Background: an optimization exercise with open tools, aiming at small area and a short achievable clock period. Do not read the settings as production practice. In this exercise RTL edits were held to simulation tests only and were not proved equivalent to the original. Power is estimated from default activity; no workload was simulated.

==> umber <==
==> flow/design.v (excerpt) <==
module risc16_dmem_resp #(
    parameter int WAIT_CYCLES = 2,
    parameter int ADDR_W      = risc16_pkg::ADDR_W_DEF,
    parameter int DATA_W      = risc16_pkg::DATA_W_DEF
) (
    input  logic              clk,
    input  logic              rst,
    input  logic              req_valid,
    output logic              req_ready,
    input  logic              req_we,
    input  logic [ADDR_W-1:0] req_addr,
    input  logic [DATA_W-1:0] req_wdata,
    output logic              rsp_valid,
    input  logic              rsp_ready,
    output logic [DATA_W-1:0] rsp_rdata,
    input  logic              ld_en,
    input  logic [ADDR_W-1:0] ld_addr,
    input  logic [DATA_W-1:0] ld_data,
    output logic              busy
);
==> module risc16_ram256, before the edit <==
module risc16_ram256 #(
    parameter int ADDR_W = 8,
    parameter int DATA_W = 16
) (
    input  logic              clk,
    input  logic              we,
    input  logic [ADDR_W-1:0] waddr,
    input  logic [DATA_W-1:0] wdata,
    input  logic [ADDR_W-1:0] raddr,
    output logic [DATA_W-1:0] rdata
);
    logic [DATA_W-1:0] mem [2**ADDR_W];
    always_ff @(posedge clk) begin
        if (we) begin
            mem[waddr] <= wdata;
        end
    end
    assign rdata = mem[raddr];
endmodule
==> module risc16_dmem_resp, before the edit <==
module risc16_dmem_resp #(
    parameter int WAIT_CYCLES = 2,
    parameter int ADDR_W      = risc16_pkg::ADDR_W_DEF,
    parameter int DATA_W      = risc16_pkg::DATA_W_DEF
) (
    input  logic              clk,
    input  logic              rst,
    input  logic              req_valid,
    output logic              req_ready,
    input  logic              req_we,
    input  logic [ADDR_W-1:0] req_addr,
    input  logic [DATA_W-1:0] req_wdata,
    output logic              rsp_valid,
    input  logic              rsp_ready,
    output logic [DATA_W-1:0] rsp_rdata,
    input  logic              ld_en,
    input  logic [ADDR_W-1:0] ld_addr,
    input  logic [DATA_W-1:0] ld_data,
    output logic              busy
);
    localparam logic [3:0] CNT_INIT = (WAIT_CYCLES > 0) ? 4'(WAIT_CYCLES - 1) : 4'd0;
    risc16_pkg::dmem_state_t state;
    logic [3:0]        cnt;
    logic              lat_we;
    logic [ADDR_W-1:0] lat_addr;
    logic [DATA_W-1:0] lat_wdata;
    logic              accept;
    logic              resp_entry;
    logic              eff_we;
    logic [ADDR_W-1:0] eff_addr;
    logic [DATA_W-1:0] eff_wdata;
    logic              ram_we;
    logic [ADDR_W-1:0] ram_waddr;
    logic [DATA_W-1:0] ram_wdata;
    logic [DATA_W-1:0] ram_rdata;
    assign req_ready = (state == risc16_pkg::IDLE) && !ld_en && !rst;
    assign accept    = req_valid && req_ready;
    assign busy      = (state != risc16_pkg::IDLE);
    always_comb begin
        eff_we     = lat_we;
        eff_addr   = lat_addr;
        eff_wdata  = lat_wdata;
        resp_entry = 1'b0;
        if (state == risc16_pkg::IDLE) begin
            eff_we     = req_we;
            eff_addr   = req_addr;
            eff_wdata  = req_wdata;
            resp_entry = accept && (WAIT_CYCLES == 0);
        end else if (state == risc16_pkg::WAIT) begin
            resp_entry = (cnt == 4'd0);
        end
        ram_we    = 1'b0;
        ram_waddr = eff_addr;
        ram_wdata = eff_wdata;
        if ((state == risc16_pkg::IDLE) && ld_en) begin
            ram_we    = 1'b1;
            ram_waddr = ld_addr;
            ram_wdata = ld_data;
        end else if (resp_entry && eff_we) begin
            ram_we = 1'b1;
        end
    end
    risc16_ram256 #(
        .ADDR_W (ADDR_W),
        .DATA_W (DATA_W)
    ) u_ram (
        .clk   (clk),
        .we    (ram_we),
        .waddr (ram_waddr),
        .wdata (ram_wdata),
        .raddr (eff_addr),
        .rdata (ram_rdata)
    );
    always_ff @(posedge clk or posedge rst) begin
        if (rst) begin
            state     <= risc16_pkg::IDLE;
            cnt       <= '0;
            lat_we    <= 1'b0;
            lat_addr  <= '0;
            lat_wdata <= '0;
            rsp_valid <= 1'b0;
            rsp_rdata <= '0;
        end else begin
            case (state)
                risc16_pkg::IDLE: begin
                    if (accept) begin
                        lat_we    <= req_we;
                        lat_addr  <= req_addr;
                        lat_wdata <= req_wdata;
                        if (WAIT_CYCLES == 0) begin
                            state     <= risc16_pkg::RESP;
                            rsp_valid <= 1'b1;
                            rsp_rdata <= eff_we ? eff_wdata : ram_rdata;
                        end else begin
                            state <= risc16_pkg::WAIT;
                            cnt   <= CNT_INIT;
                        end
                    end
                end
                risc16_pkg::WAIT: begin
                    if (cnt == 4'd0) begin
                        state     <= risc16_pkg::RESP;
                        rsp_valid <= 1'b1;
                        rsp_rdata <= eff_we ? eff_wdata : ram_rdata;
                    end else begin
                        cnt <= cnt - 4'd1;
                    end
                end
                risc16_pkg::RESP: begin
                    if (rsp_ready) begin
                        state     <= risc16_pkg::IDLE;
                        rsp_valid <= 1'b0;
                    end
                end
                default: begin
                    state     <= risc16_pkg::IDLE;
                    rsp_valid <= 1'b0;
                end
            endcase
        end
    end
endmodule
clock: 5.5 ns
lec_check: 0
cap_margin: 20
core_margin: 2
core_utilization: 50
slew_margin: 20
run.sh (not shown) runs the stock make flow with config.mk's settings and CLKGATE_MAP_FILE= SYNTH_SCRIPT=/design/flow/synth_recipe.tcl, a recipe that flattens the netlist after the stock synthesis.
==> pepper (differences from umber) <==
==> flow/design.v (replaced) <==
package risc16_pkg;
    localparam int ADDR_W_DEF = 8;
    localparam int DATA_W_DEF = 16;
    localparam logic [2:0] OP_LW = 3'b101;
    localparam logic [2:0] OP_SW = 3'b100;
    typedef enum logic [1:0] {
        IDLE = 2'd0,
        WAIT = 2'd1,
        RESP = 2'd2
    } dmem_state_t;
endpackage
module risc16_ram256 (
    input  logic         clk,
    input  logic [255:0] wsel,
    input  logic         we,
    input  logic [15:0]  wdata,
    output logic [15:0]  rdata
);
    logic [15:0] word [256];
    for (genvar w = 0; w < 256; w++) begin : g_word
        always_ff @(posedge clk) begin
            if (we && wsel[w]) begin
                word[w] <= wdata;
            end
        end
    end
    always_comb begin
        rdata = '0;
        for (int w = 0; w < 256; w++) begin
            rdata = rdata | (word[w] & {16{wsel[w]}});
        end
    end
endmodule
module risc16_dmem_resp #(
    parameter int WAIT_CYCLES = 2,
    parameter int ADDR_W      = risc16_pkg::ADDR_W_DEF,
    parameter int DATA_W      = risc16_pkg::DATA_W_DEF
) (
    input  logic              clk,
    input  logic              rst,
    input  logic              req_valid,
    output logic              req_ready,
    input  logic              req_we,
    input  logic [ADDR_W-1:0] req_addr,
    input  logic [DATA_W-1:0] req_wdata,
    output logic              rsp_valid,
    input  logic              rsp_ready,
    output logic [DATA_W-1:0] rsp_rdata,
    input  logic              ld_en,
    input  logic [ADDR_W-1:0] ld_addr,
    input  logic [DATA_W-1:0] ld_data,
    output logic              busy
);
    logic        busy_q;    
    logic        wait1_q;   
    logic        wait2_q;   
    logic        valid_q;   
    logic        lat_we;
    logic        wr_pend;   
    logic [15:0] hi_sel;    
    logic [15:0] lo_sel;    
    logic [15:0] data_q;
    logic         idle;
    logic         accept;
    logic [7:0]   a_in;
    logic [255:0] wsel;
    logic         ram_we;
    logic [15:0]  ram_rdata;
    assign idle      = !busy_q;
    assign req_ready = idle && !ld_en && !rst;
    assign accept    = req_valid && idle && !ld_en;
    assign busy      = busy_q;
    assign rsp_valid = valid_q;
    assign rsp_rdata = data_q;
    always_ff @(posedge clk or posedge rst) begin
        if (rst) begin
            busy_q  <= 1'b0;
            wait1_q <= 1'b0;
            wait2_q <= 1'b0;
            valid_q <= 1'b0;
        end else begin
            wait1_q <= accept;
            wait2_q <= wait1_q;
            if (wait2_q) begin
                valid_q <= 1'b1;
            end else if (rsp_ready) begin
                valid_q <= 1'b0;
            end
            if (accept) begin
                busy_q <= 1'b1;
            end else if (valid_q && rsp_ready) begin
                busy_q <= 1'b0;
            end
        end
    end
    assign a_in = ld_en ? ld_addr : req_addr;
    always_ff @(posedge clk) begin
        wr_pend <= idle && ld_en;
        if (idle) begin
            lat_we <= req_we;
            hi_sel <= 16'd1 << a_in[7:4];
            lo_sel <= 16'd1 << a_in[3:0];
        end
        if (idle) begin
            data_q <= ld_en ? ld_data : req_wdata;
        end else if (wait2_q && !lat_we) begin
            data_q <= ram_rdata;
        end
    end
    for (genvar w = 0; w < 256; w++) begin : g_sel
        assign wsel[w] = hi_sel[w / 16] && lo_sel[w % 16];
    end
    assign ram_we = wr_pend || (wait2_q && lat_we);
    risc16_ram256 u_ram (
        .clk   (clk),
        .wsel  (wsel),
        .we    (ram_we),
        .wdata (data_q),
        .rdata (ram_rdata)
    );
endmodule
==> out/qor.yml <==
firstDrtPassIters: 10
seq_power_share_pct: 44.4
outcome: "complete, no violations"
finalClockSkew_ns: 0.0884
antenna_found_initial: 43
nonClkBufAreaFrac_pct: 2.32
p_comb_share_pct: 25.8
synth.area.mux_share_pct: 0.0976
[end of results for pepper]
==> out/qor.yml <==
outcome: "complete, no violations"
synth.area.mux_share_pct: 4.75
firstDrtPassIters: 6
p_comb_share_pct: 37.0
finalClockSkew_ns: 0.0745
antenna_found_initial: 37
[end of results for umber]

* * *

==> inputs of run B <==
Another version of the RTL of risc16_dmem_resp (not shown whole).
==> module risc16_quarter, before the edit <==
module risc16_quarter (
    input  logic        clk,
    input  logic [3:0]  hi,       
    input  logic [3:0]  whi,      
    input  logic [15:0] lo,       
    input  logic [15:0] wdata,
    output logic [15:0] part      
);
    localparam int NLEAF = 22;    
    logic [63:0] rsel;
    logic [63:0] wset;
    logic [15:0] q  [64];
    logic [15:0] yn [NLEAF];
    logic [15:0] orv;
    for (genvar w = 0; w < 64; w++) begin : g_word
        assign rsel[w] = hi[w / 16] & lo[w % 16];
        assign wset[w] = whi[w / 16] & lo[w % 16];
        risc16_word u_word (
            .clk  (clk),
            .set  (wset[w]),
            .keep (!wset[w]),
            .d    (wdata),
            .q    (q[w])
        );
    end
    for (genvar l = 0; l < NLEAF - 1; l++) begin : g_leaf
        risc16_rd3 u_rd (
            .s0 (rsel[3*l]),
            .s1 (rsel[3*l+1]),
            .s2 (rsel[3*l+2]),
            .q0 (q[3*l]),
            .q1 (q[3*l+1]),
            .q2 (q[3*l+2]),
            .yn (yn[l])
        );
    end
    assign yn[NLEAF-1] = ~(q[63] & {16{rsel[63]}});
    always_comb begin
        orv = '0;
        for (int l = 0; l < NLEAF; l++) begin
            orv = orv | ~yn[l];
        end
    end
    always_ff @(posedge clk) begin
        part <= orv;
    end
endmodule
==> module risc16_ram256, before the edit <==
module risc16_ram256 (
    input  logic        clk,
    input  logic [7:0]  addr,
    input  logic        we,
    input  logic [15:0] wdata,
    output logic [15:0] rdata     
);
    logic [15:0] hi;
    logic [15:0] whi;
    logic [15:0] lo;
    logic [15:0] part [4];
    assign hi  = 16'd1 << addr[7:4];
    assign lo  = 16'd1 << addr[3:0];
    assign whi = hi & {16{we}};
    for (genvar g = 0; g < 4; g++) begin : g_quarter
        risc16_quarter u_q (
            .clk   (clk),
            .hi    (hi[4*g +: 4]),
            .whi   (whi[4*g +: 4]),
            .lo    (lo),
            .wdata (wdata),
            .part  (part[g])
        );
    end
    assign rdata = part[0] | part[1] | part[2] | part[3];
endmodule
==> module risc16_dmem_resp, before the edit <==
module risc16_dmem_resp #(
    parameter int WAIT_CYCLES = 2,
    parameter int ADDR_W      = risc16_pkg::ADDR_W_DEF,
    parameter int DATA_W      = risc16_pkg::DATA_W_DEF
) (
    input  logic              clk,
    input  logic              rst,
    input  logic              req_valid,
    output logic              req_ready,
    input  logic              req_we,
    input  logic [ADDR_W-1:0] req_addr,
    input  logic [DATA_W-1:0] req_wdata,
    output logic              rsp_valid,
    input  logic              rsp_ready,
    output logic [DATA_W-1:0] rsp_rdata,
    input  logic              ld_en,
    input  logic [ADDR_W-1:0] ld_addr,
    input  logic [DATA_W-1:0] ld_data,
    output logic              busy
);
    logic        busy_q;    
    logic        wait1_q;   
    logic        wait2_q;   
    logic        valid_q;   
    logic        lat_we;
    logic        wr_pend;   
    logic [7:0]  addr_q;
    logic [15:0] data_q;
    logic        idle;
    logic        accept;
    logic        ram_we;
    logic [15:0] ram_rdata;
    assign idle      = !busy_q;
    assign req_ready = idle && !ld_en && !rst;
    assign accept    = req_valid && idle && !ld_en;
    assign busy      = busy_q;
    assign rsp_valid = valid_q;
    assign rsp_rdata = data_q;
    always_ff @(posedge clk or posedge rst) begin
        if (rst) begin
            busy_q  <= 1'b0;
            wait1_q <= 1'b0;
            wait2_q <= 1'b0;
            valid_q <= 1'b0;
        end else begin
            wait1_q <= accept;
            wait2_q <= wait1_q;
            if (wait2_q) begin
                valid_q <= 1'b1;
            end else if (rsp_ready) begin
                valid_q <= 1'b0;
            end
            if (accept) begin
                busy_q <= 1'b1;
            end else if (valid_q && rsp_ready) begin
                busy_q <= 1'b0;
            end
        end
    end
    always_ff @(posedge clk) begin
        wr_pend <= idle && ld_en;
        if (idle) begin
            lat_we <= req_we;
            addr_q <= ld_en ? ld_addr : req_addr;
            data_q <= ld_en ? ld_data : req_wdata;
        end else if (wait2_q && !lat_we) begin
            data_q <= ram_rdata;
        end
    end
    assign ram_we = wr_pend || (wait2_q && lat_we);
    risc16_ram256 u_ram (
        .clk   (clk),
        .addr  (addr_q),
        .we    (ram_we),
        .wdata (data_q),
        .rdata (ram_rdata)
    );
endmodule
make LEC_CHECK=0 CAP_MARGIN=20 CORE_MARGIN=2 CORE_UTILIZATION=50 SETUP_SLACK_MARGIN=2.6 SLEW_MARGIN=20 SYNTH_HIERARCHICAL=1 finish   # period 5.5 ns
==> run R (differences from run B) <==
==> flow/design.v, changed modules only <==
module risc16_wset (
    input  logic we,
    input  logic sel,
    output logic set
);
    assign set = we & sel;
endmodule
module risc16_wkeep (
    input  logic we,
    input  logic sel,
    output logic keep
);
    assign keep = ~(we & sel);
endmodule
module risc16_half (
    input  logic        clk,
    input  logic [31:0] sel,      
    input  logic        we,       
    input  logic [15:0] wdata,
    output logic [15:0] part_n    
);
    localparam int NLEAF = 11;    
    logic [31:0] wset;
    logic [31:0] wkeep;
    logic [15:0] q  [32];
    logic [15:0] yn [NLEAF];
    logic [15:0] andv;
    for (genvar w = 0; w < 32; w++) begin : g_word
        risc16_wset u_set (
            .we  (we),
            .sel (sel[w]),
            .set (wset[w])
        );
        risc16_wkeep u_keep (
            .we   (we),
            .sel  (sel[w]),
            .keep (wkeep[w])
        );
        risc16_word u_word (
            .clk  (clk),
            .set  (wset[w]),
            .keep (wkeep[w]),
            .d    (wdata),
            .q    (q[w])
        );
    end
    for (genvar l = 0; l < NLEAF - 1; l++) begin : g_leaf
        risc16_rd3 u_rd (
            .s0 (sel[3*l]),
            .s1 (sel[3*l+1]),
            .s2 (sel[3*l+2]),
            .q0 (q[3*l]),
            .q1 (q[3*l+1]),
            .q2 (q[3*l+2]),
            .yn (yn[l])
        );
    end
    assign yn[NLEAF-1] = ~((q[30] & {16{sel[30]}}) | (q[31] & {16{sel[31]}}));
    always_comb begin
        andv = '1;
        for (int l = 0; l < NLEAF; l++) begin
            andv = andv & yn[l];
        end
    end
    always_ff @(posedge clk) begin
        part_n <= andv;
    end
endmodule
module risc16_ram256 (
    input  logic        clk,
    input  logic [63:0] sel,       
    input  logic [3:0]  quarter,   
    input  logic [7:0]  we,        
    input  logic [15:0] wdata,
    output logic [15:0] rdata      
);
    logic [15:0] part_n [8];
    for (genvar h = 0; h < 8; h++) begin : g_half
        risc16_half u_h (
            .clk    (clk),
            .sel    (sel[32*(h%2) +: 32]),
            .we     (we[h]),
            .wdata  (wdata),
            .part_n (part_n[h])
        );
    end
    always_comb begin
        rdata = '0;
        for (int g = 0; g < 4; g++) begin
            rdata = rdata | (~(part_n[2*g] & part_n[2*g+1]) & {16{quarter[g]}});
        end
    end
endmodule
module risc16_dmem_resp #(
    parameter int WAIT_CYCLES = 2,
    parameter int ADDR_W      = risc16_pkg::ADDR_W_DEF,
    parameter int DATA_W      = risc16_pkg::DATA_W_DEF
) (
    input  logic              clk,
    input  logic              rst,
    input  logic              req_valid,
    output logic              req_ready,
    input  logic              req_we,
    input  logic [ADDR_W-1:0] req_addr,
    input  logic [DATA_W-1:0] req_wdata,
    output logic              rsp_valid,
    input  logic              rsp_ready,
    output logic [DATA_W-1:0] rsp_rdata,
    input  logic              ld_en,
    input  logic [ADDR_W-1:0] ld_addr,
    input  logic [DATA_W-1:0] ld_data,
    output logic              busy
);
    logic        busy_q;     
    logic        busy_o;     
    logic        wait1_q;    
    logic        wait2_q;    
    logic        valid_q;    
    logic        valid_o;    
    logic        lat_we;
    logic [7:0]  ld_wr;      
    logic [7:0]  st_wr;      
    logic [7:0]  half_q;     
    logic [63:0] sel_q;      
    logic [3:0]  quarter_q;  
    logic [15:0] wdata_q;    
    logic [15:0] rsp_q;      
    logic        idle;
    logic        accept;
    logic [7:0]  a_in;
    logic [15:0] ram_rdata;
    assign idle      = !busy_q;
    assign req_ready = !busy_o && !ld_en && !rst;
    assign accept    = req_valid && idle && !ld_en;
    assign busy      = busy_o;
    assign rsp_valid = valid_o;
    assign rsp_rdata = rsp_q;
    always_ff @(posedge clk or posedge rst) begin
        if (rst) begin
            busy_q  <= 1'b0;
            busy_o  <= 1'b0;
            wait1_q <= 1'b0;
            wait2_q <= 1'b0;
            valid_q <= 1'b0;
            valid_o <= 1'b0;
            st_wr   <= '0;
        end else begin
            wait1_q <= accept;
            wait2_q <= wait1_q;
            st_wr   <= half_q & {8{wait1_q && lat_we}};
            if (wait2_q) begin
                valid_q <= 1'b1;
            end else if (rsp_ready) begin
                valid_q <= 1'b0;
            end
            if (wait2_q) begin
                valid_o <= 1'b1;
            end else if (rsp_ready) begin
                valid_o <= 1'b0;
            end
            if (accept) begin
                busy_q <= 1'b1;
            end else if (valid_q && rsp_ready) begin
                busy_q <= 1'b0;
            end
            if (req_valid && !busy_o && !ld_en) begin
                busy_o <= 1'b1;
            end else if (valid_o && rsp_ready) begin
                busy_o <= 1'b0;
            end
        end
    end
    assign a_in = ld_en ? ld_addr : req_addr;
    always_ff @(posedge clk) begin
        ld_wr <= (8'd1 << ld_addr[7:5]) & {8{idle && ld_en}};
        if (idle) begin
            lat_we    <= req_we;
            sel_q     <= 64'd1 << a_in[5:0];
            quarter_q <= 4'd1 << a_in[7:6];
            half_q    <= 8'd1 << a_in[7:5];
            wdata_q   <= ld_en ? ld_data : req_wdata;
            rsp_q     <= req_wdata;
        end else if (wait2_q && !lat_we) begin
            rsp_q     <= ram_rdata;
        end
    end
    risc16_ram256 u_ram (
        .clk     (clk),
        .sel     (sel_q),
        .quarter (quarter_q),
        .we      (ld_wr | st_wr),
        .wdata   (wdata_q),
        .rdata   (ram_rdata)
    );
endmodule
// module risc16_quarter removed
--- a/flow/config.mk
+++ b/flow/config.mk
@@ -7,7 +7,10 @@
 export LEC_CHECK = 0
 export CAP_MARGIN = 20
 export CORE_MARGIN = 2
-export CORE_UTILIZATION = 50
-export SETUP_SLACK_MARGIN = 2.6
+export CORE_UTILIZATION = 40
+export CTS_BUF_LIST = sky130_fd_sc_hd__clkbuf_16
+export CTS_CLUSTER_DIAMETER = 60
+export CTS_CLUSTER_SIZE = 20
+export SETUP_SLACK_MARGIN = 2.85
 export SLEW_MARGIN = 20
 export SYNTH_HIERARCHICAL = 1
==> run X (differences from run B) <==
==> flow/design.v, changed modules only <==
module risc16_ram256 (
    input  logic        clk,
    input  logic [15:0] hi,
    input  logic [15:0] lo,
    input  logic        we,
    input  logic [15:0] wdata,
    output logic [15:0] rdata
);
    localparam int NLEAF = 86;    
    logic [255:0] rsel;
    logic [255:0] wset;
    logic [15:0]  whi;
    logic [15:0]  q    [256];
    logic [15:0]  yn   [NLEAF];
    assign whi = hi & {16{we}};
    for (genvar w = 0; w < 256; w++) begin : g_word
        assign rsel[w] = hi[w / 16] & lo[w % 16];
        assign wset[w] = whi[w / 16] & lo[w % 16];
        risc16_word u_word (
            .clk  (clk),
            .set  (wset[w]),
            .keep (!wset[w]),
            .d    (wdata),
            .q    (q[w])
        );
    end
    for (genvar l = 0; l < NLEAF - 1; l++) begin : g_leaf
        risc16_rd3 u_rd (
            .s0 (rsel[3*l]),
            .s1 (rsel[3*l+1]),
            .s2 (rsel[3*l+2]),
            .q0 (q[3*l]),
            .q1 (q[3*l+1]),
            .q2 (q[3*l+2]),
            .yn (yn[l])
        );
    end
    assign yn[NLEAF-1] = ~(q[255] & {16{rsel[255]}});
    always_comb begin
        rdata = '0;
        for (int l = 0; l < NLEAF; l++) begin
            rdata = rdata | ~yn[l];
        end
    end
endmodule
module risc16_dmem_resp #(
    parameter int WAIT_CYCLES = 2,
    parameter int ADDR_W      = risc16_pkg::ADDR_W_DEF,
    parameter int DATA_W      = risc16_pkg::DATA_W_DEF
) (
    input  logic              clk,
    input  logic              rst,
    input  logic              req_valid,
    output logic              req_ready,
    input  logic              req_we,
    input  logic [ADDR_W-1:0] req_addr,
    input  logic [DATA_W-1:0] req_wdata,
    output logic              rsp_valid,
    input  logic              rsp_ready,
    output logic [DATA_W-1:0] rsp_rdata,
    input  logic              ld_en,
    input  logic [ADDR_W-1:0] ld_addr,
    input  logic [DATA_W-1:0] ld_data,
    output logic              busy
);
    logic        busy_q;    
    logic        wait1_q;   
    logic        wait2_q;   
    logic        valid_q;   
    logic        lat_we;
    logic        wr_pend;   
    logic [15:0] hi_sel;    
    logic [15:0] lo_sel;    
    logic [15:0] data_q;
    logic         idle;
    logic         accept;
    logic [7:0]   a_in;
    logic         ram_we;
    logic [15:0]  ram_rdata;
    assign idle      = !busy_q;
    assign req_ready = idle && !ld_en && !rst;
    assign accept    = req_valid && idle && !ld_en;
    assign busy      = busy_q;
    assign rsp_valid = valid_q;
    assign rsp_rdata = data_q;
    always_ff @(posedge clk or posedge rst) begin
        if (rst) begin
            busy_q  <= 1'b0;
            wait1_q <= 1'b0;
            wait2_q <= 1'b0;
            valid_q <= 1'b0;
        end else begin
            wait1_q <= accept;
            wait2_q <= wait1_q;
            if (wait2_q) begin
                valid_q <= 1'b1;
            end else if (rsp_ready) begin
                valid_q <= 1'b0;
            end
            if (accept) begin
                busy_q <= 1'b1;
            end else if (valid_q && rsp_ready) begin
                busy_q <= 1'b0;
            end
        end
    end
    assign a_in = ld_en ? ld_addr : req_addr;
    always_ff @(posedge clk) begin
        wr_pend <= idle && ld_en;
        if (idle) begin
            lat_we <= req_we;
            hi_sel <= 16'd1 << a_in[7:4];
            lo_sel <= 16'd1 << a_in[3:0];
        end
        if (idle) begin
            data_q <= ld_en ? ld_data : req_wdata;
        end else if (wait2_q && !lat_we) begin
            data_q <= ram_rdata;
        end
    end
    assign ram_we = wr_pend || (wait2_q && lat_we);
    risc16_ram256 u_ram (
        .clk   (clk),
        .hi    (hi_sel),
        .lo    (lo_sel),
        .we    (ram_we),
        .wdata (data_q),
        .rdata (ram_rdata)
    );
endmodule
// module risc16_quarter removed
--- a/flow/config.mk
+++ b/flow/config.mk
@@ -8,6 +8,6 @@
 export CAP_MARGIN = 20
 export CORE_MARGIN = 2
 export CORE_UTILIZATION = 50
-export SETUP_SLACK_MARGIN = 2.6
+export SETUP_SLACK_MARGIN = 2.3
 export SLEW_MARGIN = 20
 export SYNTH_HIERARCHICAL = 1
==> run notes <==
status no timing/DRC/antenna violations; DR WL/cell about 35 um; Tmin final 3.96 ns; reg2reg start hi_sel[2]$_SDFFCE_PP0N_; most frequent cells in the layout 4097 x dfxtp_1, 4096 x a22o_1, 1360 x a222oi_1, 448 x buf_4, 432 x clkbuf_16; Reg2Reg Setup Slack 1.54 ns; RR Endpoint data_q[5]$_DFFE_PP_; GRT met1 Usage 0.471; core area between 300000 and 400000 sq um; Gate Count Post-Synth 12400; met2 WL between 200 and 250 mm
(the above is from run X)
==> run notes <==
reg2reg start sel_q[58]$_SDFFCE_PN0N_; GRT met1 Usage 0.348; Reg2Reg Setup Slack approximately 2.8 ns; core area approximately 400000 sq um; Gate Count Post-Synth around 12000; DR WL/cell about 31 um; status no timing/DRC/antenna violations; RR Endpoint u_ram.g_half[3].u_h.part_n[0]$_DFF_P_; Comb power between 0.02 and 0.03 W
(the above is from run R)
==> run notes <==
met2 WL between 200 and 250 mm; most frequent cells in the layout 4161 x dfxtp_1, 4096 x a22o_1, 1344 x a222oi_1, 436 x clkbuf_16, 416 x buf_4; reg2reg start addr_q[0]$_DFFE_PN_; Reg2Reg Setup Slack approximately 2.0 ns; DR WL/cell approximately 34 um; status no timing/DRC/antenna violations; Tmin final 3.52 ns; Gate Count Post-Synth 12500
(the above is from run B)

## separate check: timing with driven ports
No port has a modelled driver above. Below, the same layouts with a new extraction and two added sets of constraints.
Step 1 sets driving cells, clkbuf_16 on the clock port and buf_2 on the other inputs (assumed; they add their load-dependent delay and slew).
Step 2, shift: input delay + t, output delay - t, t = (earliest + latest rising clock arrival at the registers) / 2. This alone moves slack from input paths to output paths.
Three values: ideal ports, drivers, drivers and shift; two values: the first two.
| run | t, ns | setup WS [ns] | worst hold slack (ns) | pins driven straight from the clock port |
|---|---|---|---|---|
| umber | 1.079 | 0.512 / 0.401 / -0.507 | 0.506 / 0.506 / 0.506 | 1 |
| pepper | 1.067 | 0.869 / 0.869 / 0.869 | 0.354 / 0.277 / 0.354 | 1 |
| run B | 1.070 | 1.981 / 1.981 / 1.981 | 0.376 / 0.376 / 0.376 | 1 |
| run R | 0.993 | 2.764 / 2.669 / 1.944 | 0.437 / 0.357 / 0.479 | 1 |
| run X | 1.058 | 1.545 / 1.545 / 1.545 | 0.338 / 0.263 / 0.359 | 1 |
Met with ideal ports but missed after step 2: setup timing in umber. For umber, which loses most, drivers alone change the setup slack by -0.111 ns; drivers and shift together by -1.019 ns.
